Source: an optimization exercise on an open RTL-to-GDS flow (aim: small area and a short achievable clock period). Production flows keep margins and buffers that such runs may drop.
Only simulation tests tie the RTL to the original design; equivalence was not proved.
Power figures rest on the tool's default switching activity, not on a simulated workload.

== the reference run ==
// decode_stage
module decode_stage (
  input  logic        clk,
  input  logic        rst_n,
  input  logic [31:0] instrF,
  input  logic [31:0] pcPlus4F,
  input  logic        stallD,
  input  logic        forwardAD,
  input  logic        forwardBD,
  input  logic [31:0] aluOutM,
  input  logic        regWriteW,
  input  logic [4:0]  writeRegW,
  input  logic [31:0] resultW,
  output logic [31:0] instrD,
  output logic [31:0] pcPlus4D,
  output logic [31:0] rd1D,
  output logic [31:0] rd2D,
  output logic [4:0]  rsD,
  output logic [4:0]  rtD,
  output logic [4:0]  rdD,
  output logic [31:0] signImmD,
  output logic [31:0] pcBranchD,
  output logic        pcSrcD
);
  localparam logic [5:0] c_OP_BEQ = 6'b000100;
  localparam logic [5:0] c_OP_BNE = 6'b000101;
  localparam logic [5:0] c_OP_J   = 6'b000010;
  logic [31:0] r_instr;
  logic [31:0] r_pc4;
  logic [31:0] r_pcbr;
  logic [31:0] r_rd1, r_rd2;
  logic [31:0] r_regs [1:31];
  logic w_load, w_hold;
  assign w_load = rst_n && !stallD && !pcSrcD;
  assign w_hold = rst_n && stallD;
  logic [63:0] w_ifid_d;
  for (genvar b = 0; b < 64; b++) begin : g_ifid
    decode_stage_ao2 u_d (
      .c0(w_load), .x0(b < 32 ? instrF[b % 32] : pcPlus4F[b % 32]),
      .c1(w_hold), .x1(b < 32 ? r_instr[b % 32] : r_pc4[b % 32]),
  ...
Size: roughly 4400 cells after synthesis, about 49000 um^2 of cells after synthesis.
export LEC_CHECK = 0
export CAP_MARGIN = 20
export CORE_MARGIN = 2
export CORE_UTILIZATION = 40
export CTS_CLUSTER_DIAMETER = 80
export CTS_CLUSTER_SIZE = 25
export SETUP_SLACK_MARGIN = 3.5
export SLEW_MARGIN = 20
export SYNTH_HIERARCHICAL = 1
create_clock -name core_clock -period 8.0 [get_ports {clk}]
standard.sh (not shown) runs the stock make flow with config.mk's settings and CLKGATE_MAP_FILE= SYNTH_SCRIPT=/design/flow/synth_recipe.tcl, a recipe that flattens the netlist after the stock synthesis.
==> flow/flow/run.sh <==
#!/bin/bash
# Layout: the standard flow (standard.sh, unchanged synthesis), with two
# changes to how the layout is made:
#  - the port buffers that global placement inserts on every input and output
#    are sky130_fd_sc_hd__buf_1 rather than the resizer's default choice;
#  - timing repair may resize a cell to any footprint (MATCH_CELL_FOOTPRINT=0).
# The make output goes to flow_make.log here; each ORFS step also keeps its own
# log under orfs/logs/.
set -euo pipefail
bash standard.sh MATCH_CELL_FOOTPRINT=0 \
  "BUFFER_PORTS_ARGS=-buffer_cell sky130_fd_sc_hd__buf_1" \
  finish > flow_make.log 2>&1
The reference run finished every stage and its layout cleared the timing, design-rule and antenna checks.
The inputs of the trial run differ from those of the reference run as listed below.
# the reference run
export LEC_CHECK = 0
export CAP_MARGIN = 20
export CORE_MARGIN = 2
export CORE_UTILIZATION = 40
export CTS_CLUSTER_DIAMETER = 80
export CTS_CLUSTER_SIZE = 25
export SETUP_SLACK_MARGIN = 3.5
export SLEW_MARGIN = 20
export SYNTH_HIERARCHICAL = 1
create_clock -name core_clock -period 8.0 [get_ports {clk}]
# the trial run
export LEC_CHECK = 0
export CAP_MARGIN = 20
export CORE_MARGIN = 2
export CORE_UTILIZATION = 40
export CTS_CLUSTER_DIAMETER = 80
export CTS_CLUSTER_SIZE = 25
export SETUP_SLACK_MARGIN = 3.2
export SLEW_MARGIN = 20
export SYNTH_HIERARCHICAL = 1
create_clock -name core_clock -period 8.0 [get_ports {clk}]
### Flow results
- Against the reference run, clock-net power in the trial run rose by more than 10%.
- Of the two values seen for critical path startpoint, resultW[27] was produced by the reference run and aluOutM[31] by the trial run.
- Summary of the comparison: relative contribution of sequential cells to total power is lower in the trial run, relative to the reference run.
- | switching share of power | lower: the reference run |
- Comparing the trial run and the reference run, the higher sum of routed wire length over all layers is on the trial run.
- Delta (the trial run minus the reference run): count of placed standard cells in the final layout, fillers left out held steady; number of non-clock buffers shrank by 15; final critical path time including I/O delays and setup grew by 0.061 ns.
- The trial run gives more fraction of the cycle the final worst path needs than the reference run did.
- Of the trial run and the reference run, the run reporting the lower fraction of layout cells with a size suffix above 1 was the trial run.
- In the flow results for the trial run and the reference run, the clock latency of the later-clocked register in the worst-skew pair is smaller on the reference run.

separate check: timing with driven ports:
The flow's constraints put no driver on any port. The routed layouts listed below were extracted and timed again, unchanged, in two steps.
Step 1 sets driving cells, clkbuf_16 on the clock port and buf_2 on the other inputs (assumed; they add their load-dependent delay and slew).
Step 2 adds t to the input delays and takes it off the output delays; t is the mean of the earliest and latest rising clock arrival at the registers after step 1. Input paths then give back, and output paths get back, about the clock's delay inside the block.
a / b / c = ideal / step 1 / step 2; a / b = the first two.
run | shift t [ns] | slack for setup (ns) | latest minus earliest clock arrival (ns) | worst register clock-pin slew, ns
the reference run | 0.801 | 3.102 / 3.025 / 2.744 | 0.059 / 0.058 | 0.11 / 0.11
the trial run | 0.825 | 3.040 / 3.004 / 2.444 | 0.082 / 0.081 | 0.11 / 0.11
After both steps every run listed still meets setup and hold. For the trial run, which loses most, drivers alone change the setup slack by -0.036 ns; drivers and shift together by -0.596 ns.
